Source: an optimization exercise on an open RTL-to-GDS flow (aim: small area, a short achievable clock period and few clock cycles per item). Production flows keep margins and buffers that such runs may drop.
Only simulation tests tie the RTL to the original design; equivalence was not proved.
Power figures rest on the tool's default switching activity, not on a simulated workload.

===== flow/config.mk =====
export PLATFORM = sky130hd
export DESIGN_NAME = dmem_ctrl
export DESIGN_NICKNAME = dmem_ctrl
export VERILOG_FILES = /design/flow/design.v
export SDC_FILE = /design/flow/constraint.sdc
export NUM_CORES = 4
export LEC_CHECK = 0
export CAP_MARGIN = 20
export CORE_MARGIN = 2
export CORE_UTILIZATION = 60
export CTS_CLUSTER_DIAMETER = 80
export CTS_CLUSTER_SIZE = 25
export SETUP_SLACK_MARGIN = 2.6
export SLEW_MARGIN = 20
export SYNTH_HIERARCHICAL = 1

===== flow/constraint.sdc =====
create_clock -name core_clock -period 5.0 [get_ports {clk}]
set_input_delay 1.0000 -clock core_clock [delete_from_list [all_inputs] [get_ports {clk}]]
set_output_delay 1.0000 -clock core_clock [all_outputs]
set_load 0.01 [all_outputs]

===== flow/design.v =====
`default_nettype none
package dmem_ctrl_pkg;
  localparam logic [2:0] F3_B  = 3'b000;
  localparam logic [2:0] F3_H  = 3'b001;
  localparam logic [2:0] F3_W  = 3'b010;
  localparam logic [2:0] F3_BU = 3'b100;
  localparam logic [2:0] F3_HU = 3'b101;
  localparam int STATE_W = 2;
  localparam logic [STATE_W-1:0] S_IDLE = 2'd0;
  localparam logic [STATE_W-1:0] S_WAIT = 2'd1;
  localparam logic [STATE_W-1:0] S_RESP = 2'd2;
endpackage
`default_nettype wire
`default_nettype none
import dmem_ctrl_pkg::*;
module dmem_lane_fmt
(
  input  logic        we,
  input  logic [2:0]  funct3,
  input  logic [1:0]  addr_lo,
  input  logic [31:0] wdata,
  output logic [3:0]  byte_en,
  output logic [31:0] wdata_lane,
  output logic        err
);
  logic w_illegal;
  logic w_misaligned;
  always_comb begin
    w_illegal    = 1'b0;
    w_misaligned = 1'b0;
    byte_en      = 4'b0000;
    wdata_lane   = wdata;
    case (funct3)
      F3_B: begin
        byte_en    = 4'b0001 << addr_lo;
        wdata_lane = {4{wdata[7:0]}};
      end
      F3_H: begin
        w_misaligned = addr_lo[0];
        byte_en      = addr_lo[1] ? 4'b1100 : 4'b0011;
        wdata_lane   = {2{wdata[15:0]}};
      end
      F3_W: begin
        w_misaligned = |addr_lo;
        byte_en      = 4'b1111;
      end
      F3_BU: w_illegal = we;
      F3_HU: begin
        w_illegal    = we;
        w_misaligned = addr_lo[0];
      end
      default: w_illegal = 1'b1;
    endcase
    err = w_illegal | w_misaligned;
    if (err || !we) byte_en = 4'b0000;
  end
endmodule
module dmem_load_ext
(
  input  logic        zero,
  input  logic [2:0]  funct3,
  input  logic [1:0]  addr_lo,
  input  logic [31:0] rdata_raw,
  output logic [31:0] rdata_ext
);
  logic [7:0]  w_byte;
  logic [15:0] w_half;
  always_comb begin
    case (addr_lo)
      2'd0: w_byte = rdata_raw[7:0];
      2'd1: w_byte = rdata_raw[15:8];
      2'd2: w_byte = rdata_raw[23:16];
      default: w_byte = rdata_raw[31:24];
    endcase
    w_half = addr_lo[1] ? rdata_raw[31:16] : rdata_raw[15:0];
    case (funct3)
      F3_B:    rdata_ext = {{24{w_byte[7]}}, w_byte};
      F3_H:    rdata_ext = {{16{w_half[15]}}, w_half};
      F3_BU:   rdata_ext = {24'h0, w_byte};
      F3_HU:   rdata_ext = {16'h0, w_half};
      default: rdata_ext = rdata_raw;
    endcase
    if (zero) rdata_ext = 32'h0;
  end
endmodule
`default_nettype wire
`default_nettype none
module dmem_g_oai22 (input logic a1, a2, b1, b2, output logic y);
  assign y = !((a1 | a2) & (b1 | b2));
endmodule
module dmem_g_nor4 (input logic a, b, c, d, output logic y);
  assign y = !(a | b | c | d);
endmodule
module dmem_g_nand4 (input logic a, b, c, d, output logic y);
  assign y = !(a & b & c & d);
endmodule
module dmem_g_nand3 (input logic a, b, c, output logic y);
  assign y = !(a & b & c);
endmodule
module dmem_g_nand2 (input logic a, b, output logic y);
  assign y = !(a & b);
endmodule
module dmem_g_nor2 (input logic a, b, output logic y);
  assign y = !(a | b);
endmodule
module dmem_rd_bit
(
  input  logic [63:0] d_n,
  input  logic [63:0] sel_n,
  output logic        y
);
  logic [31:0] l1;
  logic [15:0] l2;
  logic [7:0]  l3;
  logic [3:0]  l4;
  for (genvar k = 0; k < 32; k++) begin : g_l1
    dmem_g_oai22 u (.a1(d_n[2*k]), .a2(sel_n[2*k]), .b1(d_n[2*k+1]), .b2(sel_n[2*k+1]), .y(l1[k]));
  end
  for (genvar j = 0; j < 16; j++) begin : g_l2
    dmem_g_nor2 u (.a(l1[2*j]), .b(l1[2*j+1]), .y(l2[j]));
  end
  for (genvar j = 0; j < 8; j++) begin : g_l3
    dmem_g_nand2 u (.a(l2[2*j]), .b(l2[2*j+1]), .y(l3[j]));
  end
  for (genvar j = 0; j < 4; j++) begin : g_l4
    dmem_g_nor2 u (.a(l3[2*j]), .b(l3[2*j+1]), .y(l4[j]));
  end
  dmem_g_nand4 u_l5 (.a(l4[0]), .b(l4[1]), .c(l4[2]), .d(l4[3]), .y(y));
endmodule
module dmem_sel
(
  input  logic [5:0]   idx,
  input  logic [3:0]   wbe_n,
  output logic [255:0] sel_n,
  output logic [255:0] we
);
  logic [7:0] lo;
  logic [7:0] hi;
  always_comb begin
    for (int k = 0; k < 8; k++) begin
      lo[k] = (idx[2:0] == 3'(k));
      hi[k] = (idx[5:3] == 3'(k));
    end
  end
  for (genvar i = 0; i < 64; i++) begin : g_w
    for (genvar b = 0; b < 4; b++) begin : g_b
      dmem_g_nand2 u_sn (.a(hi[i/8]), .b(lo[i%8]), .y(sel_n[4*i+b]));
      dmem_g_nor2  u_we (.a(sel_n[4*i+b]), .b(wbe_n[b]), .y(we[4*i+b]));
    end
  end
endmodule
`default_nettype wire
`default_nettype none
import dmem_ctrl_pkg::*;
module dmem_ctrl
#(
  parameter  int DEPTH       = 64,
  parameter  int WAIT_STATES = 0,
  localparam int ADDR_W      = $clog2(DEPTH) + 2
) (
  input  logic              clk,
  input  logic              rst_n,
  input  logic              req_valid,
  output logic              req_ready,
  input  logic              req_we,
  input  logic [2:0]        req_funct3,
  input  logic [ADDR_W-1:0] req_addr,
  input  logic [31:0]       req_wdata,
  output logic              rsp_valid,
  input  logic              rsp_ready,
  output logic [31:0]       rsp_rdata,
  output logic              rsp_err
);
  localparam int IDX_W = ADDR_W - 2;
  logic               s2_v;
  logic               s2_zero;
  logic               s2_err;
  logic [2:0]         s2_f3;
  logic [1:0]         s2_lo;
  logic [31:0]        s2_raw;
  logic               s3_v;
  logic               s3_err;
  logic [31:0]        s3_rdata;
  logic               sk_v;
  logic               sk_err;
  logic [31:0]        sk_rdata;
  logic               r_ready;
  logic [31:0]        r_mem_n [0:DEPTH-1];    
  logic               w_take;
  logic               w_accept;
  logic               w_s2_move;
  logic               w_s3_load;
  logic               w_sk_load;
  logic               w_s2_v_nxt;
  logic               w_s3_v_nxt;
  logic               w_sk_v_nxt;
  logic [IDX_W-1:0]   w_idx;
  logic [3:0]         w_byte_en;
  logic [31:0]        w_wdata_lane;
  logic               w_err;
  logic [31:0]        w_rd;
  logic [31:0]        w_rdata_ext;
  assign req_ready = r_ready;
  assign rsp_valid = s3_v;
  assign rsp_rdata = s3_rdata;
  assign rsp_err   = s3_err;
  assign w_take    = s3_v && rsp_ready;
  assign w_accept  = req_valid && r_ready;
  assign w_s2_move = s2_v && !(s3_v && sk_v && !w_take);
  assign w_s3_load = !s3_v || w_take;
  assign w_sk_load = w_s2_move && (sk_v || (s3_v && !w_take));
  always_comb begin
    w_s3_v_nxt = s3_v;
    w_sk_v_nxt = sk_v;
    if (w_s3_load) begin
      w_s3_v_nxt = sk_v || s2_v;
      w_sk_v_nxt = sk_v && s2_v;
    end else if (w_s2_move) begin
      w_sk_v_nxt = 1'b1;
    end
    w_s2_v_nxt = w_accept || (s2_v && !w_s2_move);
  end
  always_ff @(posedge clk or negedge rst_n) begin
    if (!rst_n) begin
      s2_v    <= 1'b0;
      s3_v    <= 1'b0;
      sk_v    <= 1'b0;
      r_ready <= 1'b0;
    end else begin
      s2_v    <= w_s2_v_nxt;
      s3_v    <= w_s3_v_nxt;
      sk_v    <= w_sk_v_nxt;
      r_ready <= !(w_s2_v_nxt && w_s3_v_nxt && w_sk_v_nxt);
    end
  end
  assign w_idx = req_addr[ADDR_W-1:2];
  dmem_lane_fmt u_lane_fmt (
    .we         (req_we),
    .funct3     (req_funct3),
    .addr_lo    (req_addr[1:0]),
    .wdata      (req_wdata),
    .byte_en    (w_byte_en),
    .wdata_lane (w_wdata_lane),
    .err        (w_err)
  );
  logic [255:0]     w_sel_n;
  logic [255:0]     w_we;
  logic [3:0]       w_wbe_n;
  assign w_wbe_n = ~(w_byte_en & {4{w_accept}});
  dmem_sel u_sel (
    .idx   (w_idx),
    .wbe_n (w_wbe_n),
    .sel_n (w_sel_n),
    .we    (w_we)
  );
  for (genvar b = 0; b < 32; b++) begin : g_rd
    logic [63:0] d;
    logic [63:0] s;
    for (genvar i = 0; i < DEPTH; i++) begin : g_d
      assign d[i] = r_mem_n[i][b];
      assign s[i] = w_sel_n[4*i + b/8];
    end
    dmem_rd_bit u_rd (.d_n(d), .sel_n(s), .y(w_rd[b]));
  end
  always_ff @(posedge clk) begin
    for (int i = 0; i < DEPTH; i++) begin
      for (int b = 0; b < 4; b++) begin
        if (w_we[4*i+b]) r_mem_n[i][8*b +: 8] <= ~w_wdata_lane[8*b +: 8];
      end
    end
  end
  always_ff @(posedge clk) begin
    if (w_accept) begin
      s2_raw  <= w_rd;
      s2_err  <= w_err;
      s2_zero <= w_err | req_we;
      s2_f3   <= req_funct3;
      s2_lo   <= req_addr[1:0];
    end
  end
  dmem_load_ext u_load_ext (
    .zero      (s2_zero),
    .funct3    (s2_f3),
    .addr_lo   (s2_lo),
    .rdata_raw (s2_raw),
    .rdata_ext (w_rdata_ext)
  );
  always_ff @(posedge clk) begin
    if (w_s3_load) begin
      s3_rdata <= sk_v ? sk_rdata : w_rdata_ext;
      s3_err   <= sk_v ? sk_err   : s2_err;
    end
    if (w_sk_load) begin
      sk_rdata <= w_rdata_ext;
      sk_err   <= s2_err;
    end
  end
endmodule
`default_nettype wire

===== flow/run.sh =====
#!/bin/bash
# synth_recipe.tcl (not shown) runs the flow's synth.tcl, then flattens the netlist and writes it again
# the make line also repeats each setting of config.mk as NAME=value (left out here)
make -C /OpenROAD-flow-scripts/flow DESIGN_CONFIG=/design/flow/config.mk WORK_HOME=/design/flow/orfs CLKGATE_MAP_FILE= SYNTH_SCRIPT=/design/flow/synth_recipe.tcl finish

==> results of run 1 <==
[per-layer routing]
layer | vias to the layer above | part of all wire (%) | routed length, um | track usage, %
met4 | 4 | 2.5 | 5300 | 7.28
li1 | 20300 | - | - | -
met3 | 290 | 11 | 22000 | 4.84
met5 | - | 0.013 | 27 | 0
met1 | 23500 | 41 | 85200 | 47.3
met2 | 2428 | 46 | 96200 | 47.1
[registers in the layout, summed over array words and instances (netlist names)]
| register | cells |
|---|---|
| s2_v | 1 |
| s2_raw | 32 |
| sk_v | 1 |
| sk_err | 1 |
| s2_zero | 1 |
| s3_rdata | 32 |
| sk_rdata | 32 |
| r_mem_n | 2048 |
| s2_err | 1 |
| s2_f3 | 3 |
| s2_lo | 2 |
| s3_v | 1 |
| s3_err | 1 |
| r_ready | 1 |
[stage by stage]
| stage | util (%) | hold slack (ns) |
|---|---|---|
| 2_1_floorplan | - | 0.422 |
| 3_3_place_gp | 65.1 | 0.501 |
| 3_5_place_dp | 65.1 | 0.503 |
| 4_1_cts | 69.0 | 0.527 |
| 5_1_grt | 69.3 | 0.551 |
| 6_report | 69.3 | 0.547 |
[cell families after synthesis]
group | share of synthesized area [%]
AOI/OAI and AO/OA | 8.82
buffers and inverters | 0.546
DFF | 82.1
and+or+nand+nor | 7.49
muxes | 0.946
xor gates and xnor gates | 0.0222
adders and majority gates | 0.0270
[layout make-up]
type	instances	area, um^2
antenna	2	5.00
clock buffer	118	2680
clock inverter	18	176
fill	8672	39900
inverter	54	302
multi-input combinational	2699	16700
sequential	2157	64800
tap	1742	2180
timing repair buffer	299	3160
timing repair inverter	13	90.1
[final timing paths]
kind | startpoint | end | slack (ns) | cells past startpoint
worst max-delay path | s3_rdata[24] | rsp_rdata[24] | 2.47 | 1
worst min-delay path | s2_err | sk_err | 0.55 | 0
worst max register to register | s2_raw[23] | s3_rdata[20] | 2.68 | 6
worst min register to register | s2_err | sk_err | 0.55 | 0
max in group asynchronous | rst_n | r_ready | 3.78 | 1
min in group asynchronous | rst_n | s2_v | 0.70 | 1
[per-module statistics from Yosys (local to each module, per instance), a selection]
module / area (um^2) / cells / times used
dmem_sel: 130 / 16 / 1
dmem_g_nand4: 6.26 / 1 / 32
dmem_g_nand2: 3.75 / 1 / 512
dmem_lane_fmt: 598 / 72 / 1
dmem_load_ext: 803 / 132 / 1
dmem_g_oai22: 6.26 / 1 / 1024
dmem_g_nor2: 3.75 / 1 / 896
[repair_timing]
item | 4_1_cts | 5_1_grt
resized for setup | 464 | 126
pin swaps | 50 | 17
buffers inserted | 63 | 11
hold buffers | 0 | 0
gates cloned | 35 | 1
setup endpoints to repair | 3659 | 454
[where the power goes]
part / total [uW] / internal (uW) / switching [uW]
registers: 20500 / 20300 / 198
clock network: 9190 / 3890 / 5300
logic: 2300 / 704 / 1590
[cell usage after synthesis (2+ instances only)]
cell,n
nand2b_1,3
nor2b_1,3
a22oi_1,9
buf_1,2
nor3_1,8
a22o_1,9
edfxtp_1,2153
nor2_1,905
and3b_2,6
mux2_2,47
o22ai_1,1025
buf_4,10
nand2_1,523
and2_1,2
nand3_1,6
clkbuf_1,6
mux2i_1,16
a21oi_1,23
mux2_4,3
a21oi_2,11
dfrtp_1,4
and3_2,2
nor3b_1,6
buf_2,8
nand4_1,32
buf_6,6
or3_1,2
inv_1,53
a2111oi_0,2
o21ai_0,16
==> flow_summary.ini, run 1 <==
[power_and_ir_drop]
p_per_area_nw_per_um2 = 356
vdd_drop_max_uv = 310
cellLeakagePower_uw = 0.0284
totalPowerFinal_uw = 32000

[layout]
nNetsFinal = 5372
design_area_um2 = 90100
final_cell_mix = 2,153 x edfxtp_1, 1,024 x o22ai_1, 610 x nor2_1
drive_above_1_share_pct = 19.2
area_growth_pct = 14.3
final_common_cell = edfxtp_1
finalNonFillerCells = 7102

[routing]
routedWlPerCell_um = 29.4
first_pass_iters = 5
vias = 46500
drt_iter0_drc = 6840
wl_um = 209000
viasPerCell = 6.55
ant_nets = 0
drc_errors = 0

[global_route]
grt_pass1_vias = 44500
grt_max_degree = 65
antenna_found_initial = 6
grt_overflow = 0
grt_usage_pct = 30.8
grt_pass1_wl_um = 301000

[placed_design]
place_ws_ns = 0.648
post-dp-hpwl_um = 120000
routabilityCongestion = 0.862
place.port_buffers = 82
place_area_um2 = 84700
placed_cells = 6854

[synthesis]
yosys.area.top_type = edfxtp_1
synth_top_area_share_pct = 82.0
yosysWarnings = 11
synth-async-reset-ratio_pct = 0.185
synth_edf_count = 2153
synthesis.nets = 4975
synth_area_per_cell_um2 = 16.0
synth_cell_types = 56
synth.cell_area_um2 = 78800
yosys_most_used_dff = edfxtp_1
ys_seq_area_share_pct = 82.1
ys_ff_latch = 2157
synth_area_leaders = edfxtp_1 82%, o22ai_1 8.1%, nor2_1 4.3%
synthCells = 4927

[setup_path]
cp-end-kind = output pin
crit_required_ns = 4.00
arrival_ns = 1.53
crit_slowest_cell = edfxtp_1
slowest_delay_ns = 0.57
startpoint_type = flop
crit_chain = buf_2
path_max_fanout = 1
crit_buf_inv = 1
crit_family = flip-flops
critical_path_class = flop to output pin

[sta]
rsz0062_at_grt = true
fin_crit_ns = 2.53
max_slew_margin_pct = 29.8
skew_ns = 0.0221
finalSetupViolCount = 0
setup_tns_ns = 0
worstMarginPinSlew_ns = 1.05
worst_slack_ns = 2.47
hold_viol = 0
maxSlewViolCount = 0
timing.final.crit_share_pct = 50.7
fmax_ghz = 0.395

[cts]
cts_buffer_depth = 3
cts.sinks = 2157
cts_tree = built
cts-root-buf = clkbuf_16
cts_max_level = 3
cts_made_buffers = 100
cts.reportedPaths.clkPinSlew_ns = 0.10
clk_latency_ns = 0.74

[floorplanning]
start_util_pct = 60.6
die-area_um2 = 134000
die_h_um = 366
io_pins = 83
core_um2 = 130000
die_width_um = 366
fp-row-count = 132

[job]
maxCapViolations = 0

[run_status]
status = finished clean

[worst_hold_path]
hp-class = flop to flop
Testbench counts, summed over its fixed seeds: cycles 16,016, items 16,000.
==> run 2, diff against run 1 <==
--- a/flow/design.v
+++ b/flow/design.v
@@ -286,9 +286,14 @@
     .rdata_ext (w_rdata_ext)
   );
-  always_ff @(posedge clk) begin
-    if (w_s3_load) begin
+  always_ff @(posedge clk or negedge rst_n) begin
+    if (!rst_n) begin
+      s3_rdata <= 32'h0;
+      s3_err   <= 1'b0;
+    end else if (w_s3_load) begin
       s3_rdata <= sk_v ? sk_rdata : w_rdata_ext;
       s3_err   <= sk_v ? sk_err   : s2_err;
     end
+  end
+  always_ff @(posedge clk) begin
     if (w_sk_load) begin
       sk_rdata <= w_rdata_ext;
==> run 2 against run 1 <==
Highest routed layer unchanged. Clock power rose by 4.1%. Worst setup slack improved by 0.10 ns. Hold slack got worse by 0.18 ns. Die area rose by 0.16%. Via count rose by 0.69%. Largest power group unchanged. Power rose by 1.7%. Count of clock-buffer cells in the layout rose by 5. Synthesized area rose by 0.17%.
==> flow_summary.ini, run 2 <==
[routing]
routedWlPerCell_um = 29.4
viasPerCell = 6.49
first_pass_iters = 5
ant_nets = 0
vias = 46800
drc_errors = 0
drt_iter0_drc = 6640
wl_um = 212000

[power_and_ir_drop]
p_per_area_nw_per_um2 = 359
totalPowerFinal_uw = 32600
vdd_drop_max_uv = 348
cellLeakagePower_uw = 0.0287

[layout]
finalNonFillerCells = 7222
nNetsFinal = 5470
fillCellCount = 8763
design_area_um2 = 90700
largest_register_ffs = 2048
final_cell_mix = 2,120 x edfxtp_1, 1,024 x o22ai_1, 636 x nor2_1
regMostFlops = r_mem_n
drive_above_1_share_pct = 17.9
area_growth_pct = 14.9
n_antenna_cell = 0
final_common_cell = edfxtp_1

[synthesis]
synth_top_area_share_pct = 80.6
ys_ff_latch = 2157
synth_area_per_cell_um2 = 15.8
ys_seq_area_share_pct = 81.8
yosysWarnings = 11
synth.cell_area_um2 = 79000
yosys.area.top_type = edfxtp_1
synth_most_common_cell = edfxtp_1
synth_cell_types = 55
synth-async-reset-ratio_pct = 1.72
netlist_top_cells_count = 2,120 x edfxtp_1, 1,025 x o22ai_1, 905 x nor2_1, 556 x nand2_1, 52 x inv_1
synthCells = 5000
synth_area_leaders = edfxtp_1 81%, o22ai_1 8.1%, nor2_1 4.3%
synth_edf_count = 2120
synthesis.nets = 5048
yosys_most_used_dff = edfxtp_1

[setup_path]
crit_required_ns = 5.28
path_max_fanout = 12
arrival_ns = 2.71
cp-end-kind = flop
r2r_end = s3_rdata[21]
crit_family = buffers and inverters
r2r_start = s2_raw[15]
r2r_slack_ns = 2.74
crit_chain = clkdlybuf4s15_2, buf_4, nor3_4, buf_12, mux2_4, clkinvlp_2
startpoint_type = input pin
rr_worst_depth = 7
critical_path_class = input pin to flop
crit_buf_inv = 4
slowest_delay_ns = 0.56
crit_slowest_cell = clkinvlp_2

[sta]
max_slew_margin_pct = 35.2
hold_viol = 0
maxSlewViolCount = 0
timing.final.crit_share_pct = 48.6
skew_ns = 0.0318
setup_tns_ns = 0
rsz0062_at_grt = true
whs_ns = 0.364
fin_crit_ns = 2.43
finalSetupViolCount = 0
worstMarginPinSlew_ns = 0.972
fmax_ghz = 0.411

[global_route]
antenna_found_initial = 5
grt_pass1_wl_um = 304000
grt_usage_pct = 31.2
grt_max_degree = 72
grt_pass1_vias = 44600
grt_overflow = 0

[cts]
cts.reportedPaths.clkPinSlew_ns = 0.10
cts_max_level = 3
cts_tree = built
cts_made_buffers = 101
cts-root-buf = clkbuf_16
cts.sinks = 2157
cts_buffer_depth = 3
clk_latency_ns = 0.76
holdBufCountCts = 0

[placed_design]
placed_cells = 6921
place.port_buffers = 82
post-dp-hpwl_um = 122000
place_area_um2 = 84800
routabilityCongestion = 0.894

[job]
maxCapViolations = 0

[floorplanning]
core_um2 = 131000
die_width_um = 367
die-area_um2 = 135000
fp-row-count = 133
die_h_um = 367
io_pins = 83
start_util_pct = 60.3

[run_status]
status = finished clean

[worst_hold_path]
hp-class = input pin to async pin
run 2: cell type report:
type                            instances  area (um^2)  share of cell area, %
Timing Repair inverter                 15          108                  0.119
Clock buffer                          123         2710                   2.98
Multi-Input combinational cell       2765        16800                   18.6
Tap cell                             1755         2200                   2.42
Inverter                               53          302                  0.332
Timing Repair Buffer                  329         3640                   4.01
Clock inverter                         25          342                  0.377
Sequential cell                      2157        64600                   71.2
run 2: kinds of logic (layout without fill, tap and decap cells):
| family | after synthesis | in the layout | synth area share [%] |
|---|---|---|---|
| adders and majority gates | 2 | 2 | 0.0285 |
| muxes | 67 | 67 | 0.892 |
| AOI/OAI and AO/OA | 1137 | 1137 | 9.01 |
| xor gates and xnor gates | 2 | 2 | 0.0222 |
| and+or+nand+nor | 1541 | 1557 | 7.63 |
| buffers and inverters | 94 | 545 | 0.607 |
| DFF | 2157 | 2157 | 81.8 |
run 2: repair_timing:
item                                     CTS  global route
gates resized for setup                  436            97
endpoints found under the setup margin  3658          1621
buffers inserted                          91            23
gates cloned                              35             4
pin swaps                                 47            16
run 2: power by group:
| part | switching [uW] | internal (uW) | leakage, uW |
|---|---|---|---|
| registers | 226 | 20300 | 0.0196 |
| clock network | 5420 | 4160 | 0.00148 |
| logic | 1690 | 809 | 0.00771 |
run 2: worst register-to-register path, cell delays in order (launching register included):
cell and delay (ns):
edfxtp_1 0.64, mux2_1 0.42, a22o_1 0.26, o21ai_4 0.21
buf_4 0.21, a21oi_2 0.05, mux2i_1 0.25, o21ai_1 0.09
run 2: how the worst max path moves through the flow:
stage | from | end | slack (ns) | depth (start not counted)
after global routing | req_addr[4] | s2_raw[21] | 2.55 | 10
after floorplan | req_addr[2] | r_mem_n[2][16] | 1.83 | 3
final | req_funct3[0] | r_mem_n[29][12] | 2.57 | 6
after detailed placement | req_funct3[1] | r_mem_n[54][23] | 0.69 | 6
after CTS | req_addr[2] | s2_raw[14] | 2.57 | 9
after global placement | req_funct3[1] | r_mem_n[54][23] | 0.73 | 6
run 2: modules after synthesis (local to each module, per instance), excerpt:
module | copies in the design | cell area, um^2
dmem_g_oai22 | 1024 | 6.26
dmem_g_nor2 | 896 | 3.75
dmem_sel | 1 | 130
dmem_g_nand2 | 512 | 3.75
dmem_g_nand4 | 32 | 6.26
dmem_lane_fmt | 1 | 598
dmem_ctrl | 1 | 65500
dmem_load_ext | 1 | 803
run 2: through the flow:
stage	worst slack [ns]	util, %
after detailed placement	0.689	64.7
after CTS	2.57	68.9
after global routing	2.55	69.3
final	2.57	69.3
after global placement	0.728	64.7
after floorplan	1.83	-
run 2: per-layer routing:
layer / vias up / track usage, % / share of wire, %
met1: 23700 / 47.5 / 41
li1: 20600 / - / -
met2: 2294 / 47.8 / 46
met3: 280 / 4.93 / 9.9
met4: 6 / 8.02 / 2.5
met5: - / 0 / 0.017
Testbench counts of run 2, summed over its fixed seeds: cycles 16,016, items 16,000.
==> run 3, diff against run 2 <==
--- a/flow/config.mk
+++ b/flow/config.mk
@@ -8,5 +8,5 @@
 export CAP_MARGIN = 20
 export CORE_MARGIN = 2
-export CORE_UTILIZATION = 60
+export CORE_UTILIZATION = 70
 export CTS_CLUSTER_DIAMETER = 80
 export CTS_CLUSTER_SIZE = 25
==> run 3 against run 2 <==
Fmax decreased by 1.1%. Non-clock buffer count decreased by 31. Critical endpoint is now r_mem_n[1][28]. Clock power shrank 8.4%. First-iteration DRC count increased by 13%. Critical path type unchanged. Flip-flop and latch count unchanged. Synthesized cell count is the same. Clock skew down 0.010 ns. Cell count is 4.0% lower. Combinational power down 3%. Largest power group unchanged. Worst setup slack worse by 0.028 ns. Register-to-register slack better by 0.04 ns.
==> flow_summary.ini, run 3 <==
[placed_design]
post-dp-hpwl_um = 116000
place.port_buffers = 82
routabilityCongestion = 0.902

[sta]
setup_tns_ns = 0
hold_viol = 0
finalSetupViolCount = 0
whs_ns = 0.395
maxSlewViolCount = 0
max_slew_margin_pct = 41.6
fin_crit_ns = 2.46
skew_ns = 0.0218
fmax_ghz = 0.407
timing.final.crit_share_pct = 49.2
rsz0062_at_grt = true
worstMarginPinSlew_ns = 0.876

[synthesis]
synthAdderAreaFrac_pct = 0.0285
synth.cell_area_um2 = 79000
synthMuxAreaShare_pct = 0.892
yosys.area.top_type = edfxtp_1
synth_cell_types = 55
synth-async-reset-ratio_pct = 1.72
synthCells = 5000
synthXorXnorAreaFrac_pct = 0.0222
synth_most_common_cell = edfxtp_1
yosysWarnings = 11
ys_ff_latch = 2157
synth_compound_area_share_pct = 9.01
synth_area_per_cell_um2 = 15.8
synthesis.nets = 5048
yosys_most_used_dff = edfxtp_1
netlist_top_cells_count = 2,120 x edfxtp_1, 1,025 x o22ai_1, 905 x nor2_1, 556 x nand2_1, 52 x inv_1
synth_top_area_share_pct = 80.6
synth_top_family_by_area = compound AO/OA/AOI/OAI gates
ys_seq_area_share_pct = 81.8
synth_area_leaders = edfxtp_1 81%, o22ai_1 8.1%, nor2_1 4.3%
synthSimpleGateAreaFrac_pct = 7.63
synth_edf_count = 2120

[cts]
holdBufCountCts = 0
cts-root-buf = clkbuf_16
cts_made_buffers = 96
cts.reportedPaths.clkPinSlew_ns = 0.10
cts_tree = built
cts_buffer_depth = 3
cts.sinks = 2157
cts_max_level = 3
clk_latency_ns = 0.72

[routing]
drt_iter0_drc = 7533
vias = 47800
wl_um = 205000
routedWlPerCell_um = 29.6
ant_nets = 0
drc_errors = 0
first_pass_iters = 5
viasPerCell = 6.89

[floorplanning]
core_um2 = 112000
start_util_pct = 70.4
die_width_um = 340
io_pins = 83
die_h_um = 340
die-area_um2 = 115000
fp-row-count = 123

[setup_path]
cp-end-kind = flop
startpoint_type = input pin
crit_required_ns = 5.45
critical_path_class = input pin to flop
arrival_ns = 2.91
path_max_fanout = 34
r2r_slack_ns = 2.78

[layout]
fin_util_pct = 79.9
nNetsFinal = 5437
drive_above_1_share_pct = 18.0
regMostFlops = r_mem_n
final_common_cell = edfxtp_1
largest_register_ffs = 2048
multi_input_area_um2 = 17000
area_growth_pct = 13.6
fillCellCount = 5929
final_cell_mix = 2,120 x edfxtp_1, 1,024 x o22ai_1, 627 x nor2_1
regArea_um2 = 64600

[global_route]
grt_pass1_vias = 45500
grt_overflow = 0
grt_max_degree = 72
antenna_found_initial = 4
grt_pass1_wl_um = 294000
grt_usage_pct = 35.1

[worst_hold_path]
hp-class = input pin to async pin

[power_and_ir_drop]
totalPowerFinal_uw = 31800
vdd_drop_max_uv = 326
p_per_area_nw_per_um2 = 355
cellLeakagePower_uw = 0.0285

[run_status]
status = finished clean

[job]
maxCapViolations = 0
-- run 3: logic make-up (layout without fill, tap and decap cells) --
group | count (synthesis) | after routing
AOI/OAI and AO/OA | 1137 | 1137
xor gates and xnor gates | 2 | 2
adders and majority gates | 2 | 2
buffers and inverters | 94 | 504
DFF | 2157 | 2157
muxes | 67 | 67
other | 0 | 2
and+or+nand+nor | 1541 | 1560
-- run 3: what timing repair did --
action,CTS,global route
buffers inserted,92,33
setup endpoints to repair,3695,1957
cloned,33,4
pin swaps,47,14
resized for setup,452,143
-- run 3: power breakdown --
group / switching [uW] / internal (uW)
Clock: 5130 / 3650
Sequential: 350 / 20300
Combinational: 1630 / 792
Total: 7110 / 24700
-- run 3: final cells by class --
cell class | count | share of cell area (%)
diodes | 2 | 0.00558
repair buffers | 298 | 3.52
clock inverters | 3 | 0.0544
clock buffers | 135 | 2.87
inverters | 53 | 0.327
repair inverters | 15 | 0.123
multi-input cells | 2768 | 19.0
well taps | 1500 | 2.09
flip-flops and latches | 2157 | 72.0
-- run 3: path summary, 6_finish.rpt --
| path | startpoint | endpoint | depth (start not counted) |
|---|---|---|---|
| min in group core_clock | s2_err | sk_err | 0 |
| setup reg to reg | s2_raw[15] | s3_rdata[28] | 7 |
| max in group asynchronous | rst_n | sk_v | 1 |
| setup / recovery | req_funct3[2] | r_mem_n[1][28] | 8 |
| hold reg to reg | s2_err | sk_err | 0 |
| hold / removal | rst_n | s3_err | 1 |
-- run 3: stage by stage --
| stage | setup WS [ns] | area, um^2 | cells |
|---|---|---|---|
| after floorplan | 1.83 | 80700 | 5000 |
| after global placement | 0.667 | 84000 | 6628 |
| after detailed placement | 0.675 | 84100 | 6629 |
| after CTS | 2.60 | 88900 | 6892 |
| after global routing | 2.54 | 89700 | 6929 |
| final | 2.54 | 89700 | 6931 |
-- run 3: per-layer routing --
layer	vias up	share of wire (%)	global-route usage, %
met3	406	12	6.63
met1	23700	37	51.7
met2	3116	47	54.2
li1	20500	-	-
met4	6	3.8	12.2
met5	-	0.016	0
-- run 3: worst max-delay path: stages --
cell	delay, ns
dlygate4sd2_1	0.28
buf_4	0.24
or2_4	0.33
buf_4	0.21
o21ai_4	0.27
clkinvlp_4	0.18
buf_12	0.17
buf_12	0.18
-- run 3: Yosys stat by module (local to each module, per instance), excerpt --
module / times used / cells inside
dmem_g_oai22: 1024 / 1
dmem_g_nand2: 512 / 1
dmem_lane_fmt: 1 / 72
dmem_ctrl: 1 / 2316
dmem_sel: 1 / 16
dmem_load_ext: 1 / 132
dmem_g_nand4: 32 / 1
==> run 4, diff against run 3 <==
--- a/flow/design.v
+++ b/flow/design.v
@@ -182,17 +182,7 @@
   logic               s3_err;
   logic [31:0]        s3_rdata;
-  logic               sk_v;
-  logic               sk_err;
-  logic [31:0]        sk_rdata;
-  logic               r_ready;
   logic [31:0]        r_mem_n [0:DEPTH-1];    
-  logic               w_take;
+  logic               w_adv;
   logic               w_accept;
-  logic               w_s2_move;
-  logic               w_s3_load;
-  logic               w_sk_load;
-  logic               w_s2_v_nxt;
-  logic               w_s3_v_nxt;
-  logic               w_sk_v_nxt;
   logic [IDX_W-1:0]   w_idx;
   logic [3:0]         w_byte_en;
@@ -201,35 +191,17 @@
   logic [31:0]        w_rd;
   logic [31:0]        w_rdata_ext;
-  assign req_ready = r_ready;
+  assign w_adv     = !s3_v || rsp_ready;
+  assign w_accept  = req_valid && w_adv;
+  assign req_ready = w_adv;
   assign rsp_valid = s3_v;
   assign rsp_rdata = s3_rdata;
   assign rsp_err   = s3_err;
-  assign w_take    = s3_v && rsp_ready;
-  assign w_accept  = req_valid && r_ready;
-  assign w_s2_move = s2_v && !(s3_v && sk_v && !w_take);
-  assign w_s3_load = !s3_v || w_take;
-  assign w_sk_load = w_s2_move && (sk_v || (s3_v && !w_take));
-  always_comb begin
-    w_s3_v_nxt = s3_v;
-    w_sk_v_nxt = sk_v;
-    if (w_s3_load) begin
-      w_s3_v_nxt = sk_v || s2_v;
-      w_sk_v_nxt = sk_v && s2_v;
-    end else if (w_s2_move) begin
-      w_sk_v_nxt = 1'b1;
-    end
-    w_s2_v_nxt = w_accept || (s2_v && !w_s2_move);
-  end
   always_ff @(posedge clk or negedge rst_n) begin
     if (!rst_n) begin
-      s2_v    <= 1'b0;
-      s3_v    <= 1'b0;
-      sk_v    <= 1'b0;
-      r_ready <= 1'b0;
-    end else begin
-      s2_v    <= w_s2_v_nxt;
-      s3_v    <= w_s3_v_nxt;
-      sk_v    <= w_sk_v_nxt;
-      r_ready <= !(w_s2_v_nxt && w_s3_v_nxt && w_sk_v_nxt);
+      s2_v <= 1'b0;
+      s3_v <= 1'b0;
+    end else if (w_adv) begin
+      s2_v <= req_valid;
+      s3_v <= s2_v;
     end
   end
@@ -271,5 +243,5 @@
   end
   always_ff @(posedge clk) begin
-    if (w_accept) begin
+    if (w_adv) begin
       s2_raw  <= w_rd;
       s2_err  <= w_err;
@@ -290,15 +262,9 @@
       s3_rdata <= 32'h0;
       s3_err   <= 1'b0;
-    end else if (w_s3_load) begin
-      s3_rdata <= sk_v ? sk_rdata : w_rdata_ext;
-      s3_err   <= sk_v ? sk_err   : s2_err;
-    end
-  end
-  always_ff @(posedge clk) begin
-    if (w_sk_load) begin
-      sk_rdata <= w_rdata_ext;
-      sk_err   <= s2_err;
-    end
-  end
-endmodule
-`default_nettype wire
+    end else if (w_adv) begin
+      s3_rdata <= w_rdata_ext;
+      s3_err   <= s2_err;
+    end
+  end
+endmodule
+`default_nettype wire
--- a/flow/config.mk
+++ b/flow/config.mk
@@ -8,5 +8,5 @@
 export CAP_MARGIN = 20
 export CORE_MARGIN = 2
-export CORE_UTILIZATION = 70
+export CORE_UTILIZATION = 60
 export CTS_CLUSTER_DIAMETER = 80
 export CTS_CLUSTER_SIZE = 25
==> run 4 against run 3 <==
Synthesized cell count fell by 2.3%. Sequential share of layout area fell by 1.2 points. Non-clock buffer count rose by 102. Highest routed layer unchanged. Fmax fell by 1.7%. Synthesized area fell by 1.6%. Clock skew rose by 0.0030 ns. Cell area barely moved. Clock power rose by 5.0%. Still clean.
==> flow_summary.ini, run 4 <==
[synthesis]
synth_cell_types = 50
synth.cell_area_um2 = 77700
synth_edf_count = 2087
synthesis.nets = 4931
synth-async-reset-ratio_pct = 1.65
synth_area_per_cell_um2 = 15.9
ys_ff_latch = 2122
synth_area_leaders = edfxtp_1 81%, o22ai_1 8.3%, nor2_1 4.4%
yosysWarnings = 11
ys_seq_area_share_pct = 81.8
netlist_top_cells_count = 2,087 x edfxtp_1, 1,025 x o22ai_1, 905 x nor2_1, 519 x nand2_1, 52 x inv_1
yosys_most_used_dff = edfxtp_1
yosys.area.top_type = edfxtp_1
synth_top_area_share_pct = 80.7
synthCells = 4883
synth_most_common_cell = edfxtp_1

[sta]
hold_viol = 0
timing.final.crit_share_pct = 50.0
fin_crit_ns = 2.50
worstMarginPinSlew_ns = 1.06
max_slew_margin_pct = 29.0
rsz0062_at_grt = true
finalSetupViolCount = 0
skew_ns = 0.0248
fmax_ghz = 0.400
whs_ns = 0.431
maxSlewViolCount = 0
setup_tns_ns = 0

[layout]
design_area_um2 = 89700
largest_register_ffs = 2048
nNetsFinal = 5420
regArea_um2 = 63600
final_cell_mix = 2,087 x edfxtp_1, 1,024 x o22ai_1, 619 x nor2_1
final_common_cell = edfxtp_1
fillCellCount = 8594
multi_input_area_um2 = 16400
finalNonFillerCells = 7172
regMostFlops = r_mem_n
largestRegisters = r_mem_n (2048), s2_raw (32), s3_rdata (32)
drive_above_1_share_pct = 19.4
area_growth_pct = 15.4

[setup_path]
r2r_start = s3_v
slowest_delay_ns = 0.81
arrival_ns = 2.94
r2r_end = r_mem_n[55][6]
crit_chain = clkdlybuf4s50_1, mux2_4, clkinvlp_4, buf_12
crit_required_ns = 5.43
cp-end-kind = flop
startpoint_type = input pin
crit_slowest_cell = clkdlybuf4s50_1
critical_path_class = input pin to flop
path_max_fanout = 44
crit_family = buffers and inverters
crit_buf_inv = 3
r2r_slack_ns = 2.59
rr_worst_depth = 6

[cts]
clk_latency_ns = 0.74
cts_max_level = 3
cts-root-buf = clkbuf_16
holdBufCountCts = 0
cts_buffer_depth = 3
cts_made_buffers = 99
cts.sinks = 2122
cts_tree = built
cts.reportedPaths.clkPinSlew_ns = 0.10

[global_route]
grt_use_met3_pct = 5.29
grt_pass1_vias = 43800
antenna_found_initial = 3
grt_usage_pct = 31.2
grt_max_degree = 65
grt_pass1_wl_um = 297000
met2_usage_pct = 48.4
met1_usage_pct = 47.2
grt_overflow = 0
grt-busiest-layer = met2

[routing]
vias = 45900
drt_iter0_drc = 5906
wl_um = 207000
routedWlPerCell_um = 28.9
first_pass_iters = 5
ant_nets = 0
drc_errors = 0
viasPerCell = 6.40

[placed_design]
placed_cells = 6879
routabilityCongestion = 0.847
post-dp-hpwl_um = 122000
place_area_um2 = 83300
place.port_buffers = 82

[power_and_ir_drop]
cellLeakagePower_uw = 0.0287
p_per_area_nw_per_um2 = 343
vdd_drop_max_uv = 308

[floorplanning]
core_um2 = 129000
die-area_um2 = 132000
io_pins = 83
start_util_pct = 60.2
die_h_um = 364
fp-row-count = 132
die_width_um = 364

[job]
maxCapViolations = 0

[run_status]
status = finished clean

[worst_hold_path]
hp-class = input pin to async pin
-- run 4: cell types whose count changed in the layout (fill, tap and decap cells not counted), sizes merged, moves of 4 or more --
cell | previous run | this run
buf | 234 | 359
nand2 | 569 | 519
mux2 | 18 | 52
edfxtp | 2120 | 2087
mux2i | 49 | 16
o21ai | 51 | 18
clkdlybuf4s15 | 24 | 0
clkinv | 1 | 9
clkbuf | 140 | 145
clkinvlp | 39 | 44
inv | 30 | 35
nand3 | 6 | 11
and3b | 11 | 7
-- run 4: cell families (layout without fill, tap and decap cells) --
family / Yosys count / in the layout / share of synthesized area, %
XOR/XNOR: 1 / 1 / 0.0113
AND/OR/NAND/NOR: 1505 / 1508 / 7.59
other: 0 / 1 / 0
AO/OA/AOI/OAI: 1102 / 1102 / 8.92
flip-flops: 2122 / 2122 / 81.8
buffers and inverters: 85 / 628 / 0.548
multiplexers: 68 / 68 / 1.14
-- run 4: what timing repair did --
action | in CTS | in global routing
setup buffers | 83 | 17
gates cloned | 30 | 4
gates resized for setup | 722 | 110
endpoints found under the setup margin | 3705 | 1398
pin swaps | 45 | 22
-- run 4: routing by layer --
layer | share of wire (%) | wire length [um]
met3 | 9.1 | 18900
met5 | 0.0039 | 8
met4 | 2.7 | 5700
met2 | 46 | 95900
met1 | 42 | 87000
-- run 4: power breakdown --
part | internal, uW | total, uW | switching [uW]
Sequential | 19700 | 19800 | 133
Combinational | 506 | 1740 | 1230
Clock | 3910 | 9210 | 5290
-- run 4: Yosys stat by module (local to each module, per instance), a selection --
module	times used	cells inside	cell area, um^2	flops+latches
dmem_g_nand2	512	1	3.75	0
dmem_ctrl	1	2199	64300	2122
dmem_g_oai22	1024	1	6.26	0
dmem_g_nor2	896	1	3.75	0
dmem_lane_fmt	1	72	598	0
dmem_g_nand4	32	1	6.26	0
dmem_sel	1	16	130	0
dmem_load_ext	1	132	803	0
-- run 4: worst max-delay path by stage --
stage | depth (start not counted) | slack [ns] | from | endpoint
after global routing | 3 | 2.48 | s3_v | req_ready
after detailed placement | 6 | 0.57 | req_addr[1] | r_mem_n[46][30]
after floorplan | 5 | 1.80 | req_funct3[0] | r_mem_n[14][10]
after global placement | 6 | 0.59 | req_addr[1] | r_mem_n[41][24]
final | 4 | 2.50 | req_wdata[6] | r_mem_n[46][14]
after CTS | 3 | 2.44 | s3_v | req_ready
-- run 4: cell type report --
type	instances	share of cell area (%)
Antenna cell	1	0.00279
Clock buffer	140	3.08
Sequential cell	2122	70.9
Multi-Input combinational cell	2679	18.3
Timing Repair Buffer	400	4.70
Tap cell	1742	2.43
Inverter	53	0.322
Timing Repair inverter	17	0.128
Clock inverter	18	0.188
-- run 4: stage by stage --
| step | worst slack [ns] | total power (uW) | util, % |
|---|---|---|---|
| finish | 2.50 | 30800 | 69.5 |
| global route | 2.48 | 31600 | 69.5 |
| CTS | 2.44 | 30900 | 69.0 |
| detailed placement | 0.572 | 21800 | 64.6 |
| global placement | 0.591 | 21700 | 64.6 |
| floorplan | 1.80 | 20900 | - |
Testbench counts of run 4, summed over its fixed seeds: cycles 16,016, items 16,000.
==> run 5, diff against run 4 <==
==> flow/flow/run.sh (new file) <==
#!/bin/bash
# Own layout flow: the standard flow (standard.sh), unchanged, except that
# after the standard synthesis the delay cells (clkdlybuf4s*, dlygate4sd*,
# dlymetal6s*) are added to the platform's don't-use list, so port buffering
# and timing repair use plain buffers instead of slow delay cells.
# Every port still gets a buffer; synthesis is run first, on its own, exactly
# as standard.sh does it.
set -euo pipefail
bash standard.sh synth > synth.log 2>&1
# the platform's own don't-use list (platforms/sky130hd/config.mk) ...
DU="sky130_fd_sc_hd__probe_p_8 sky130_fd_sc_hd__probec_p_8 sky130_fd_sc_hd__lpflow_bleeder_1 sky130_fd_sc_hd__lpflow_clkbufkapwr_1 sky130_fd_sc_hd__lpflow_clkbufkapwr_16 sky130_fd_sc_hd__lpflow_clkbufkapwr_2 sky130_fd_sc_hd__lpflow_clkbufkapwr_4 sky130_fd_sc_hd__lpflow_clkbufkapwr_8 sky130_fd_sc_hd__lpflow_clkinvkapwr_1 sky130_fd_sc_hd__lpflow_clkinvkapwr_16 sky130_fd_sc_hd__lpflow_clkinvkapwr_2 sky130_fd_sc_hd__lpflow_clkinvkapwr_4 sky130_fd_sc_hd__lpflow_clkinvkapwr_8 sky130_fd_sc_hd__lpflow_decapkapwr_12 sky130_fd_sc_hd__lpflow_decapkapwr_3 sky130_fd_sc_hd__lpflow_decapkapwr_4 sky130_fd_sc_hd__lpflow_decapkapwr_6 sky130_fd_sc_hd__lpflow_decapkapwr_8 sky130_fd_sc_hd__lpflow_inputiso0n_1 sky130_fd_sc_hd__lpflow_inputiso0p_1 sky130_fd_sc_hd__lpflow_inputiso1n_1 sky130_fd_sc_hd__lpflow_inputiso1p_1 sky130_fd_sc_hd__lpflow_inputisolatch_1 sky130_fd_sc_hd__lpflow_isobufsrc_1 sky130_fd_sc_hd__lpflow_isobufsrc_16 sky130_fd_sc_hd__lpflow_isobufsrc_2 sky130_fd_sc_hd__lpflow_isobufsrc_4 sky130_fd_sc_hd__lpflow_isobufsrc_8 sky130_fd_sc_hd__lpflow_isobufsrckapwr_16 sky130_fd_sc_hd__lpflow_lsbuf_lh_hl_isowell_tap_1 sky130_fd_sc_hd__lpflow_lsbuf_lh_hl_isowell_tap_2 sky130_fd_sc_hd__lpflow_lsbuf_lh_hl_isowell_tap_4 sky130_fd_sc_hd__lpflow_lsbuf_lh_isowell_4 sky130_fd_sc_hd__lpflow_lsbuf_lh_isowell_tap_1 sky130_fd_sc_hd__lpflow_lsbuf_lh_isowell_tap_2 sky130_fd_sc_hd__lpflow_lsbuf_lh_isowell_tap_4 "
# ... plus the delay cells
DU="$DU sky130_fd_sc_hd__clkdlybuf4s15_1 sky130_fd_sc_hd__clkdlybuf4s15_2"
DU="$DU sky130_fd_sc_hd__clkdlybuf4s18_1 sky130_fd_sc_hd__clkdlybuf4s18_2"
DU="$DU sky130_fd_sc_hd__clkdlybuf4s25_1 sky130_fd_sc_hd__clkdlybuf4s25_2"
DU="$DU sky130_fd_sc_hd__clkdlybuf4s50_1 sky130_fd_sc_hd__clkdlybuf4s50_2"
DU="$DU sky130_fd_sc_hd__dlygate4sd1_1 sky130_fd_sc_hd__dlygate4sd2_1 sky130_fd_sc_hd__dlygate4sd3_1"
DU="$DU sky130_fd_sc_hd__dlymetal6s2s_1 sky130_fd_sc_hd__dlymetal6s4s_1 sky130_fd_sc_hd__dlymetal6s6s_1"
bash standard.sh "DONT_USE_CELLS=$DU" finish > layout.log 2>&1
==> flow/standard.sh (new file) <==
#!/bin/bash
# synth_recipe.tcl (not shown) runs the flow's synth.tcl, then flattens the netlist and writes it again
# the make line also repeats each setting of config.mk as NAME=value (left out here)
make -C /OpenROAD-flow-scripts/flow DESIGN_CONFIG=/design/flow/config.mk WORK_HOME=/design/flow/orfs CLKGATE_MAP_FILE= SYNTH_SCRIPT=/design/flow/synth_recipe.tcl "${@:-finish}"
removed: flow/run.sh
==> run 5 against run 4 <==
Still clean. Global-route usage fell by 0.68 points. Clock skew fell by 0.0047 ns. Utilization fell by 1.4 points. Combinational power fell by 7%. Critical path depth did not move. Worst setup slack got worse by 0.033 ns. First-iteration DRC count rose by 5.8%. Synthesized area did not move. Sequential share of layout area rose by 1.4 points. Critical path type is now input pin to output pin. Largest cell class unchanged. Largest power group unchanged.
==> flow_summary.ini, run 5 <==
[routing]
viasPerCell = 6.43
first_pass_iters = 6
drc_errors = 0
vias = 45500
wl_um = 208000
drt_iter0_drc = 6249
ant_nets = 0
routedWlPerCell_um = 29.4

[cts]
cts_max_level = 3
cts-root-buf = clkbuf_16
cts.reportedPaths.clkPinSlew_ns = 0.09
clk_latency_ns = 0.74
cts.sinks = 2122
holdBufCountCts = 0
cts_buffer_depth = 3
cts_tree = built
cts_made_buffers = 99

[synthesis]
yosysWarnings = 11
synth_most_common_cell = edfxtp_1
synth-async-reset-ratio_pct = 1.65
synth_area_leaders = edfxtp_1 81%, o22ai_1 8.3%, nor2_1 4.4%
netlist_top_cells_count = 2,087 x edfxtp_1, 1,025 x o22ai_1, 905 x nor2_1, 519 x nand2_1, 52 x inv_1
synth.cell_area_um2 = 77700
ys_ff_latch = 2122
synth_top_area_share_pct = 80.7
yosys.area.top_type = edfxtp_1
synth_area_per_cell_um2 = 15.9
synth_cell_types = 50
yosys_most_used_dff = edfxtp_1
synthesis.nets = 4931
synthCells = 4883
synth_edf_count = 2087
ys_seq_area_share_pct = 81.8

[floorplanning]
die-area_um2 = 132000
die_width_um = 364
start_util_pct = 60.2
fp-row-count = 132
core_um2 = 129000
die_h_um = 364
io_pins = 83

[setup_path]
startpoint_type = input pin
slowest_delay_ns = 0.16
cp-endpoint = req_ready
crit_slowest_cell = nand2b_4
cp-end-kind = output pin
crit_buf_inv = 3
path_max_fanout = 2
arrival_ns = 1.53
crit_required_ns = 4.00
critical_path_class = input pin to output pin
worst-path-stages = 4
crit_path_start = rsp_ready
r2r_start = s2_f3[0]
r2r_end = s3_rdata[3]
crit_chain = buf_6, nand2b_4, buf_12, clkbuf_2
crit_family = buffers and inverters
rr_worst_depth = 5
r2r_slack_ns = 2.61

[global_route]
grt_pass1_vias = 43600
antenna_found_initial = 7
grt_overflow = 0
grt_max_degree = 65
grt_usage_pct = 30.5
grt_pass1_wl_um = 289000

[layout]
nNetsFinal = 5308
regMostFlops = r_mem_n
final_cell_mix = 2,087 x edfxtp_1, 1,024 x o22ai_1, 626 x nor2_1
finalNonFillerCells = 7075
drive_above_1_share_pct = 16.5
final_common_cell = edfxtp_1
largestRegisters = r_mem_n (2048), s2_raw (32), s3_rdata (32)
largest_register_ffs = 2048
area_growth_pct = 13.1
fillCellCount = 8767
fin_util_pct = 68.1

[power_and_ir_drop]
cellLeakagePower_uw = 0.0277
p_per_area_nw_per_um2 = 349
vdd_drop_max_uv = 357
totalPowerFinal_uw = 30700

[placed_design]
placed_cells = 6787
routabilityCongestion = 0.859
place_ws_ns = 0.888
post-dp-hpwl_um = 122000
place.port_buffers = 82

[sta]
fin_crit_ns = 2.53
hold_viol = 0
max_slew_margin_pct = 31.3
maxSlewViolCount = 0
fmax_ghz = 0.395
worst_slack_ns = 2.47
finalSetupViolCount = 0
skew_ns = 0.0201
setup_tns_ns = 0
rsz0062_at_grt = true
worstMarginPinSlew_ns = 1.03
timing.final.crit_share_pct = 50.7

[run_status]
status = finished clean

[job]
maxCapViolations = 0

[worst_hold_path]
hp-class = input pin to async pin
## run 5: layer usage
layer	vias to the layer above	track usage, %	part of all wire (%)	wire length, um
met1	22900	44.4	40	83100
met4	6	8.74	2.9	6000
li1	20100	-	-	-
met3	315	5.41	9.8	20400
met5	-	0	0.017	36
met2	2124	48.2	47	98500
## run 5: timing repair
action                      CTS  global route
resized for setup           535           187
pin swaps                    36            12
cloned                       17            15
buffers inserted             58            24
setup endpoints to repair  3694          1752
## run 5: area by class of cell
| type | count | area [um^2] | area share [%] |
|---|---|---|---|
| Clock buffer | 151 | 2730 | 3.10 |
| Tap cell | 1742 | 2180 | 2.48 |
| Sequential cell | 2122 | 63600 | 72.3 |
| Timing Repair inverter | 16 | 92.6 | 0.105 |
| Multi-Input combinational cell | 2682 | 16400 | 18.7 |
| Antenna cell | 3 | 7.51 | 0.00854 |
| Clock inverter | 20 | 229 | 0.261 |
| Timing Repair Buffer | 286 | 2360 | 2.69 |
| Inverter | 53 | 302 | 0.343 |
## run 5: per-module statistics from Yosys, one instance, submodules excluded, excerpt
| module | cells | cell area [um^2] | flops+latches |
|---|---|---|---|
| dmem_g_nor2 | 1 | 3.75 | 0 |
| dmem_g_nand2 | 1 | 3.75 | 0 |
| dmem_ctrl | 2199 | 64300 | 2122 |
| dmem_g_oai22 | 1 | 6.26 | 0 |
| dmem_load_ext | 132 | 803 | 0 |
| dmem_g_nand4 | 1 | 6.26 | 0 |
| dmem_lane_fmt | 72 | 598 | 0 |
| dmem_sel | 16 | 130 | 0 |
## run 5: worst reg2reg max path, stage by stage, from the launching register on
cell and delay, ns:
edfxtp_1 0.70, or2b_1 0.36, nand3_1 0.12, a21oi_1 0.66, nor3_1 0.15, mux2_4 0.29
## run 5: how the worst min path moves through the flow
stage	start	to	slack (ns)
2_1_floorplan	s2_v	s3_v	0.43
3_3_place_gp	s3_rdata[1]	s3_rdata[1]	0.50
3_5_place_dp	s3_rdata[15]	s3_rdata[15]	0.49
4_1_cts	rst_n	s3_rdata[26]	0.39
5_1_grt	rst_n	s3_rdata[24]	0.44
6_report	rst_n	s3_v	0.42
## run 5: cell families after synthesis
group	share of synthesized area, %
AO/OA/AOI/OAI	8.92
XOR/XNOR	0.0113
buffers and inverters	0.548
flip-flops	81.8
multiplexers	1.14
AND/OR/NAND/NOR	7.59
## run 5: metrics by stage
step / cell area, um^2 / hold slack (ns)
2_1_floorplan: 78500 / 0.435
3_3_place_gp: 81500 / 0.497
3_5_place_dp: 81500 / 0.492
4_1_cts: 86900 / 0.387
5_1_grt: 87900 / 0.439
6_report: 87900 / 0.424
## run 5: where the power goes
group / internal (uW) / switching, uW
logic: 388 / 1230
clock network: 3950 / 5280
registers: 19700 / 135
==> run 6, diff against run 5 <==
--- a/flow/design.v
+++ b/flow/design.v
@@ -182,7 +182,17 @@
   logic               s3_err;
   logic [31:0]        s3_rdata;
+  logic               sk_v;
+  logic               sk_err;
+  logic [31:0]        sk_rdata;
+  logic               r_ready;
   logic [31:0]        r_mem_n [0:DEPTH-1];    
-  logic               w_adv;
+  logic               w_take;
   logic               w_accept;
+  logic               w_s2_move;
+  logic               w_s3_load;
+  logic               w_sk_load;
+  logic               w_s2_v_nxt;
+  logic               w_s3_v_nxt;
+  logic               w_sk_v_nxt;
   logic [IDX_W-1:0]   w_idx;
   logic [3:0]         w_byte_en;
@@ -191,17 +201,35 @@
   logic [31:0]        w_rd;
   logic [31:0]        w_rdata_ext;
-  assign w_adv     = !s3_v || rsp_ready;
-  assign w_accept  = req_valid && w_adv;
-  assign req_ready = w_adv;
+  assign req_ready = r_ready;
   assign rsp_valid = s3_v;
   assign rsp_rdata = s3_rdata;
   assign rsp_err   = s3_err;
+  assign w_take    = s3_v && rsp_ready;
+  assign w_accept  = req_valid && r_ready;
+  assign w_s2_move = s2_v && !(s3_v && sk_v && !w_take);
+  assign w_s3_load = !s3_v || w_take;
+  assign w_sk_load = w_s2_move && (sk_v || (s3_v && !w_take));
+  always_comb begin
+    w_s3_v_nxt = s3_v;
+    w_sk_v_nxt = sk_v;
+    if (w_s3_load) begin
+      w_s3_v_nxt = sk_v || s2_v;
+      w_sk_v_nxt = sk_v && s2_v;
+    end else if (w_s2_move) begin
+      w_sk_v_nxt = 1'b1;
+    end
+    w_s2_v_nxt = w_accept || (s2_v && !w_s2_move);
+  end
   always_ff @(posedge clk or negedge rst_n) begin
     if (!rst_n) begin
-      s2_v <= 1'b0;
-      s3_v <= 1'b0;
-    end else if (w_adv) begin
-      s2_v <= req_valid;
-      s3_v <= s2_v;
+      s2_v    <= 1'b0;
+      s3_v    <= 1'b0;
+      sk_v    <= 1'b0;
+      r_ready <= 1'b0;
+    end else begin
+      s2_v    <= w_s2_v_nxt;
+      s3_v    <= w_s3_v_nxt;
+      sk_v    <= w_sk_v_nxt;
+      r_ready <= !(w_s2_v_nxt && w_s3_v_nxt && w_sk_v_nxt);
     end
   end
@@ -243,5 +271,5 @@
   end
   always_ff @(posedge clk) begin
-    if (w_adv) begin
+    if (w_accept) begin
       s2_raw  <= w_rd;
       s2_err  <= w_err;
@@ -262,7 +290,13 @@
       s3_rdata <= 32'h0;
       s3_err   <= 1'b0;
-    end else if (w_adv) begin
-      s3_rdata <= w_rdata_ext;
-      s3_err   <= s2_err;
+    end else if (w_s3_load) begin
+      s3_rdata <= sk_v ? sk_rdata : w_rdata_ext;
+      s3_err   <= sk_v ? sk_err   : s2_err;
+    end
+  end
+  always_ff @(posedge clk) begin
+    if (w_sk_load) begin
+      sk_rdata <= w_rdata_ext;
+      sk_err   <= s2_err;
     end
   end
==> run 6 against run 5 <==
Sequential power is 4% higher. Synthesized area is 1.6% higher. Wire length is 1.9% higher. Count of clock-buffer cells in the layout is 29 lower. Clock power is 2.7% higher. Worst setup slack better by 0.064 ns. Global-route usage is 0.70 points higher. Critical endpoint is now s2_raw[7]. Highest routed layer unchanged.
==> flow_summary.ini, run 6 <==
[sta]
timing.final.crit_share_pct = 49.4
worstMarginPinSlew_ns = 1.00
skew_ns = 0.0263
fin_crit_ns = 2.47
fmax_ghz = 0.405
hold_viol = 0
setup_tns_ns = 0
rsz0062_at_grt = true
maxSlewViolCount = 0
finalSetupViolCount = 0
max_slew_margin_pct = 33.1

[setup_path]
crit_family = simple AND/OR/NAND/NOR gates
slowest_delay_ns = 0.37
rr_worst_depth = 7
critical_path_class = input pin to flop
arrival_ns = 2.94
crit_slowest_cell = and3b_4
r2r_start = s2_raw[23]
r2r_end = s3_rdata[21]
crit_chain = buf_4, and3b_4, buf_1, nand2_1, o22ai_1, nor2_1, nand2_1, nor2_1, nand4_1
crit_buf_inv = 2
path_max_fanout = 11
crit_required_ns = 5.47
cp-end-kind = flop
startpoint_type = input pin
r2r_slack_ns = 2.71

[global_route]
grt_pass1_vias = 44600
grt_max_degree = 65
grt_pass1_wl_um = 303000
grt_overflow = 0
antenna_found_initial = 17
grt_usage_pct = 31.2

[layout]
final_common_cell = edfxtp_1
nNetsFinal = 5473
fin_util_pct = 68.5
largest_register_ffs = 2048
finalNonFillerCells = 7232
regMostFlops = r_mem_n
area_growth_pct = 13.6
final_cell_mix = 2,120 x edfxtp_1, 1,020 x o22ai_1, 617 x nor2_1
drive_above_1_share_pct = 17.1

[power_and_ir_drop]
totalPowerFinal_uw = 32300
switching_share_pct = 22.7
power_switching_uw = 7330
p_int_uw = 24900
pwr-share-comb_pct = 6.9
seqPwrFrac_pct = 63.7
cellLeakagePower_uw = 0.0282
vdd_drop_max_uv = 379
p_per_area_nw_per_um2 = 360
clockPowerShare_pct = 29.4

[floorplanning]
io_pins = 83
die-area_um2 = 135000
start_util_pct = 60.3
fp-row-count = 133
die_width_um = 367
core_um2 = 131000
die_h_um = 367

[synthesis]
synth_top_area_share_pct = 80.6
synth_area_per_cell_um2 = 15.8
synthesis.nets = 5048
yosys.area.top_type = edfxtp_1
synth_cell_types = 55
synth_edf_count = 2120
synth_most_common_cell = edfxtp_1
synthCells = 5000
synth_area_leaders = edfxtp_1 81%, o22ai_1 8.1%, nor2_1 4.3%
yosys_most_used_dff = edfxtp_1
synth-async-reset-ratio_pct = 1.72
synth.cell_area_um2 = 79000
ys_ff_latch = 2157
ys_seq_area_share_pct = 81.8
yosysWarnings = 11
netlist_top_cells_count = 2,120 x edfxtp_1, 1,025 x o22ai_1, 905 x nor2_1, 556 x nand2_1, 52 x inv_1

[job]
maxCapViolations = 0

[cts]
clk_latency_ns = 0.75
holdBufCountCts = 0
cts_max_level = 3
cts_buffer_depth = 3
cts-root-buf = clkbuf_16
cts.reportedPaths.clkPinSlew_ns = 0.10
cts.sinks = 2157
cts_made_buffers = 102
cts_tree = built

[routing]
viasPerCell = 6.52
first_pass_iters = 6
ant_nets = 0
drc_errors = 0
routedWlPerCell_um = 29.3
vias = 47100
drt_iter0_drc = 6754
wl_um = 212000

[run_status]
status = finished clean

[placed_design]
place.port_buffers = 82
post-dp-hpwl_um = 122000
placed_cells = 6892
routabilityCongestion = 0.856

[worst_hold_path]
hp-class = input pin to async pin
[run 6: changes by cell type after synthesis, sizes merged, moves of 2 or more]
| cell | previous run | this run |
|---|---|---|
| maj3 | 0 | 2 |
| clkbuf | 6 | 8 |
| mux2 | 52 | 18 |
| edfxtp | 2087 | 2120 |
| and2 | 0 | 2 |
| nand2b | 5 | 3 |
| o21ai | 18 | 51 |
| dfrtp | 35 | 37 |
| nand3 | 10 | 6 |
| nand2 | 519 | 556 |
| mux2i | 16 | 49 |
| buf | 26 | 33 |
[run 6: power by group through the flow]
stage	clock network (uW)	logic, uW	registers (uW)
finish	9480	2230	20600
global route	10200	2370	20600
CTS	9600	2170	20600
detailed placement	0	1900	21000
global placement	0	1880	21000
floorplan	0	1070	20900
[run 6: cells by family (layout without fill, tap and decap cells)]
| logic type | Yosys count | in the layout | synth area share (%) |
|---|---|---|---|
| other cells | 0 | 6 | 0 |
| buf+inv | 94 | 552 | 0.607 |
| flops | 2157 | 2157 | 81.8 |
| xor+xnor | 2 | 2 | 0.0222 |
| mux | 67 | 67 | 0.892 |
| simple gates | 1541 | 1554 | 7.63 |
| compound gates | 1137 | 1137 | 9.01 |
| fa+ha+maj | 2 | 2 | 0.0285 |
[run 6: worst max path at each step]
stage	start	to	slack [ns]	cells past startpoint
floorplan	req_addr[2]	r_mem_n[2][16]	1.83	3
global placement	req_funct3[1]	r_mem_n[31][27]	0.96	6
detailed placement	req_funct3[1]	r_mem_n[44][26]	0.85	6
CTS	r_ready	req_ready	2.45	1
global route	req_addr[7]	s2_raw[7]	2.50	9
finish	req_addr[4]	s2_raw[7]	2.53	9
[run 6: through the flow]
step	worst slack [ns]	hold slack, ns	cell area, um^2
floorplan	1.83	0.426	80700
global placement	0.963	0.441	83600
detailed placement	0.845	0.448	83600
CTS	2.45	0.343	89000
global route	2.50	0.397	89700
finish	2.53	0.363	89700
[run 6: metal layers]
layer / routed length (um) / GRT usage [%] / share of wire, % / up-vias
li1: - / - / - / 20600
met1: 86900 / 47.7 / 41 / 23800
met2: 98600 / 48.1 / 46 / 2392
met3: 21000 / 4.69 / 9.9 / 283
met4: 5520 / 7.91 / 2.6 / 6
met5: 39 / 0 / 0.018 / -
[run 6: layout make-up]
cell class / instances / area [um^2]
Antenna cell: 6 / 15.0
Timing Repair inverter: 19 / 130
Inverter: 53 / 285
Multi-Input combinational cell: 2762 / 16800
Fill cell: 8903 / 41300
Clock inverter: 28 / 308
Clock buffer: 122 / 2730
Tap cell: 1755 / 2200
Timing Repair Buffer: 330 / 2570
Sequential cell: 2157 / 64600
[run 6: what timing repair did]
item	CTS	global route
gates cloned	33	2
endpoints found under the setup margin	3599	1598
endpoints found under the hold margin	0	0
setup buffers	109	40
pin swaps	44	36
gates resized for setup	330	111
[run 6: worst register-to-register path: cells and delay by family, from the launching register on]
family	cells	cell delay (ns)
AOI/OAI and AO/OA	4	0.68
DFF	1	0.64
muxes	2	0.62
buffers and inverters	1	0.21
[run 6: Yosys stat by module, one instance, submodules excluded, excerpt]
module         flops+latches  cells
dmem_ctrl               2157   2316
dmem_load_ext              0    132
dmem_lane_fmt              0     72
dmem_sel                   0     16
dmem_g_nand4               0      1
dmem_g_oai22               0      1
dmem_g_nand2               0      1
dmem_g_nor2                0      1
Testbench counts of run 6, summed over its fixed seeds: cycles 16,016, items 16,000.

afterwards: timing with drivers on the ports:
Ports are ideal in the flow. The routed layouts listed here were re-timed in OpenROAD. Step 1 sets driving cells, clkbuf_16 on the clock port and buf_2 on the other inputs (assumed; they add their load-dependent delay and slew). Step 2 times the ports against the registers' clock, not the clock port: input delays grow and output delays shrink by t, the midpoint of the rising clock arrivals with the driver on. Slacks: ideal ports / drivers / drivers and shift; pairs: ideal ports / drivers.
run	shift t [ns]	setup slack, ns	clock arrival spread, ns
run 1	0.811	2.467 / 2.387 / 1.741	0.029 / 0.030
run 2	0.818	2.569 / 2.555 / 1.781	0.034 / 0.035
run 3	0.790	2.542 / 2.537 / 1.810	0.022 / 0.022
run 4	0.803	2.499 / 2.459 / 1.717	0.028 / 0.028
run 5	0.804	2.466 / 2.429 / 1.733	0.029 / 0.030
run 6	0.820	2.530 / 2.584 / 1.764	0.035 / 0.036
After both steps every run listed still meets setup and hold. The setup slack of run 2, which loses most, moves by -0.014 ns with the drivers and by -0.788 ns with both steps.
